Context: an optimization exercise on an open-source flow, tuned for small area. The choices shown serve that exercise and are no tape-out recipe.
The RTL was checked by simulation tests, not by an equivalence proof against the original design.
Power and IR drop assume default switching activity.

Setup of cedar:
// multi_button_debouncer
module multi_button_debouncer #(
  parameter int CHANNELS = mbd_pkg::CHANNELS_DEF
) (
  input  logic                        clk,
  input  logic                        rst_n,
  input  logic                        in_valid,
  output logic                        in_ready,
  input  logic [mbd_pkg::FIELD_W-1:0] in_raw_levels,
  input  logic [mbd_pkg::FIELD_W-1:0] in_clear_pressed,
  input  logic [mbd_pkg::FIELD_W-1:0] in_clear_released,
  output logic                        out_valid,
  input  logic                        out_ready,
  output logic [mbd_pkg::FIELD_W-1:0] out_stable_levels,
  output logic [mbd_pkg::FIELD_W-1:0] out_previous_raw,
  output logic [mbd_pkg::FIELD_W-1:0] out_pressed_flags,
  output logic [mbd_pkg::FIELD_W-1:0] out_released_flags,
  input  logic                        psel,
  input  logic                        penable,
  input  logic                        pwrite,
  input  logic [mbd_pkg::ADDR_W-1:0]  paddr,
  input  logic [mbd_pkg::DATA_W-1:0]  pwdata,
  output logic [mbd_pkg::DATA_W-1:0]  prdata,
  output logic                        pready
);
For scale: ~990 cells after synthesis, about 210 flip-flops, ~130 I/O pins, roughly 9100 µm² of cells after synthesis.
export LEC_CHECK = 0
export CAP_MARGIN = 20
export CORE_MARGIN = 2
export CORE_UTILIZATION = 60
export GPL_TIMING_DRIVEN = 0
export PLACE_DENSITY = 0.75
export SLEW_MARGIN = 20
create_clock -name core_clock -period 5.0 [get_ports {clk}]
standard.sh (not shown) runs the stock make flow with config.mk's settings and CLKGATE_MAP_FILE= SYNTH_SCRIPT=/design/flow/synth_recipe.tcl, a recipe that flattens the netlist after the stock synthesis.
==> flow/flow/run.sh <==
#!/bin/bash
# Standard layout, except: synthesis maps with an area-oriented ABC script
# (flow/abc_area.script, through flow/synth.tcl, which otherwise is the standard flow's
# standard synthesis script); the floorplan removes synthesis buffers (global
# placement is not timing driven); one tie cell per constant; port buffers are
# the smallest buffer; the clock tree uses larger sink clusters without dummy
# loads. Each tool's output is in orfs/logs; make's own output goes to
# make_finish.log.
set -euo pipefail
export MY_ABC_SCRIPT=$PWD/flow/abc_area.script
bash standard.sh \
  "SYNTH_SCRIPT=$PWD/flow/synth.tcl" \
  "REMOVE_ABC_BUFFERS=1" \
  "SKIP_REPAIR_TIE_FANOUT=1" \
  "BUFFER_PORTS_ARGS=-buffer_cell sky130_fd_sc_hd__buf_1" \
  "CTS_ARGS=-sink_clustering_enable -repair_clock_nets -dont_use_dummy_load -sink_clustering_size 18 -sink_clustering_max_diameter 60 -buf_list {sky130_fd_sc_hd__clkbuf_8}" \
  finish > make_finish.log 2>&1
==> flow/flow/abc_area.script <==
strash
dc2
dc2
&get -n
&deepsyn -T 60
&dch
&nf -R 50
&put
==> flow/flow/synth.tcl <==
proc synth {args} { yosys synth -nofsm -noshare {*}$args }
proc abc {args} {
  set i [lsearch -exact $args -script]
  if {$i >= 0} { set args [lreplace $args [expr {$i+1}] [expr {$i+1}] $::env(MY_ABC_SCRIPT)] }
  yosys abc {*}$args
}
source $::env(SCRIPTS_DIR)/synth.tcl
# left out here: clear keep_hierarchy, flatten, clean up, hide names made inside functions, write 1_2_yosys.v
[inputs] onyx vs cedar
-- flow/flow/run.sh --
<<< cedar, line 14
  "SKIP_REPAIR_TIE_FANOUT=1" \
  "BUFFER_PORTS_ARGS=-buffer_cell sky130_fd_sc_hd__buf_1" \
  "CTS_ARGS=-sink_clustering_enable -repair_clock_nets -dont_use_dummy_load -sink_clustering_size 18 -sink_clustering_max_diameter 60 -buf_list {sky130_fd_sc_hd__clkbuf_8}" \
  finish > make_finish.log 2>&1
>>> onyx, line 14
  "SKIP_REPAIR_TIE_FANOUT=1" \
  "BUFFER_PORTS_ARGS=-buffer_cell sky130_fd_sc_hd__buf_1" \
  "CTS_ARGS=-sink_clustering_enable -repair_clock_nets -dont_use_dummy_load -sink_clustering_size 32 -sink_clustering_max_diameter 120 -root_buf sky130_fd_sc_hd__clkbuf_8 -buf_list {sky130_fd_sc_hd__clkbuf_16}" \
  finish > make_finish.log 2>&1
==> flow/flow/abc_area.script <==
&get -n
&st
&dch
&nf -R 30
&put
Changes observed in onyx relative to cedar: total instance count after detailed placement increased by 96 relative to the old numbers; clock buffer count from CTS dropped 6; fraction of final layout cells sized beyond drive strength 1 held; sequential cell area share now smaller; power density normalized to cell area -2.5%. The core of onyx is more densely filled than that of cedar. Launching instance or port of the critical path = u_cfg.delay_r[1]$_SDFFE_PN1P_: onyx; launching instance or port of the critical path = rst_n: cedar. Count of clock-buffer cells in the layout down 6 in onyx wrt cedar. Arithmetic-cell share of the synthesized area counting full adders, half adders and majority gates: onyx and cedar compared, lower one is cedar. Run comparison: cedar dominant kind of cell flip-flops and latches; onyx dominant kind of cell multi-input gates. A slowest library cell on the worst path of clkinv_2 is what cedar shows, while maj3_1 belongs to onyx. In the flow results for onyx and cedar, the critical path depth is smaller on cedar. onyx vs cedar, maximum fanout along the worst path went down by 38.
Input changes introduced in violet (baseline for comparison: onyx):
-- flow/flow/run.sh --
<<< onyx, line 14
  "SKIP_REPAIR_TIE_FANOUT=1" \
  "BUFFER_PORTS_ARGS=-buffer_cell sky130_fd_sc_hd__buf_1" \
  "CTS_ARGS=-sink_clustering_enable -repair_clock_nets -dont_use_dummy_load -sink_clustering_size 32 -sink_clustering_max_diameter 120 -root_buf sky130_fd_sc_hd__clkbuf_8 -buf_list {sky130_fd_sc_hd__clkbuf_16}" \
  finish > make_finish.log 2>&1
>>> violet, line 14
  "SKIP_REPAIR_TIE_FANOUT=1" \
  "BUFFER_PORTS_ARGS=-buffer_cell sky130_fd_sc_hd__buf_1" \
  "CTS_ARGS=-sink_clustering_enable -repair_clock_nets -dont_use_dummy_load -sink_clustering_size 18 -sink_clustering_max_diameter 60 -buf_list {sky130_fd_sc_hd__clkbuf_8}" \
  finish > make_finish.log 2>&1
==> flow/flow/abc_area.script <==
strash
dc2
dc2
&get -n
&deepsyn -T 60
&dch
&nf -R 30
&put
Findings:
violet completed; timing, DRC and antenna clean
Per the comparison of violet with onyx, overall die area lost about 3%; final worst slack dropped 0.21 ns; post-synthesis compound-gate area fraction saw an increase.
Worst setup timing slack at the placement stage for violet: 0.61 ns down relative to onyx
Of onyx and violet, violet shows the lower routed wire length, with onyx above it.

## what the ideal ports hide
Ports are ideal in the flow. The routed layouts listed here were re-timed in OpenROAD.
Step 1: set_driving_cell puts a clkbuf_16 on clk and a buf_2 on each other input, an assumption about the parent block.
Step 2 also shifts input and output timing later by t, the mid clock arrival at the registers, as if the neighbouring blocks saw the same clock.
Three values: ideal ports, drivers, drivers and shift; two values: the first two.
run | shift t [ns] | setup WS [ns] | cell pins on the clock port's net
cedar | 0.528 | 0.440 / 0.458 / -0.070 | 1
onyx | 0.512 | 0.642 / 0.642 / 0.582 | 1
violet | 0.525 | 0.431 / 0.446 / -0.079 | 1
Met with ideal ports but missed after step 2: setup timing in cedar and violet.
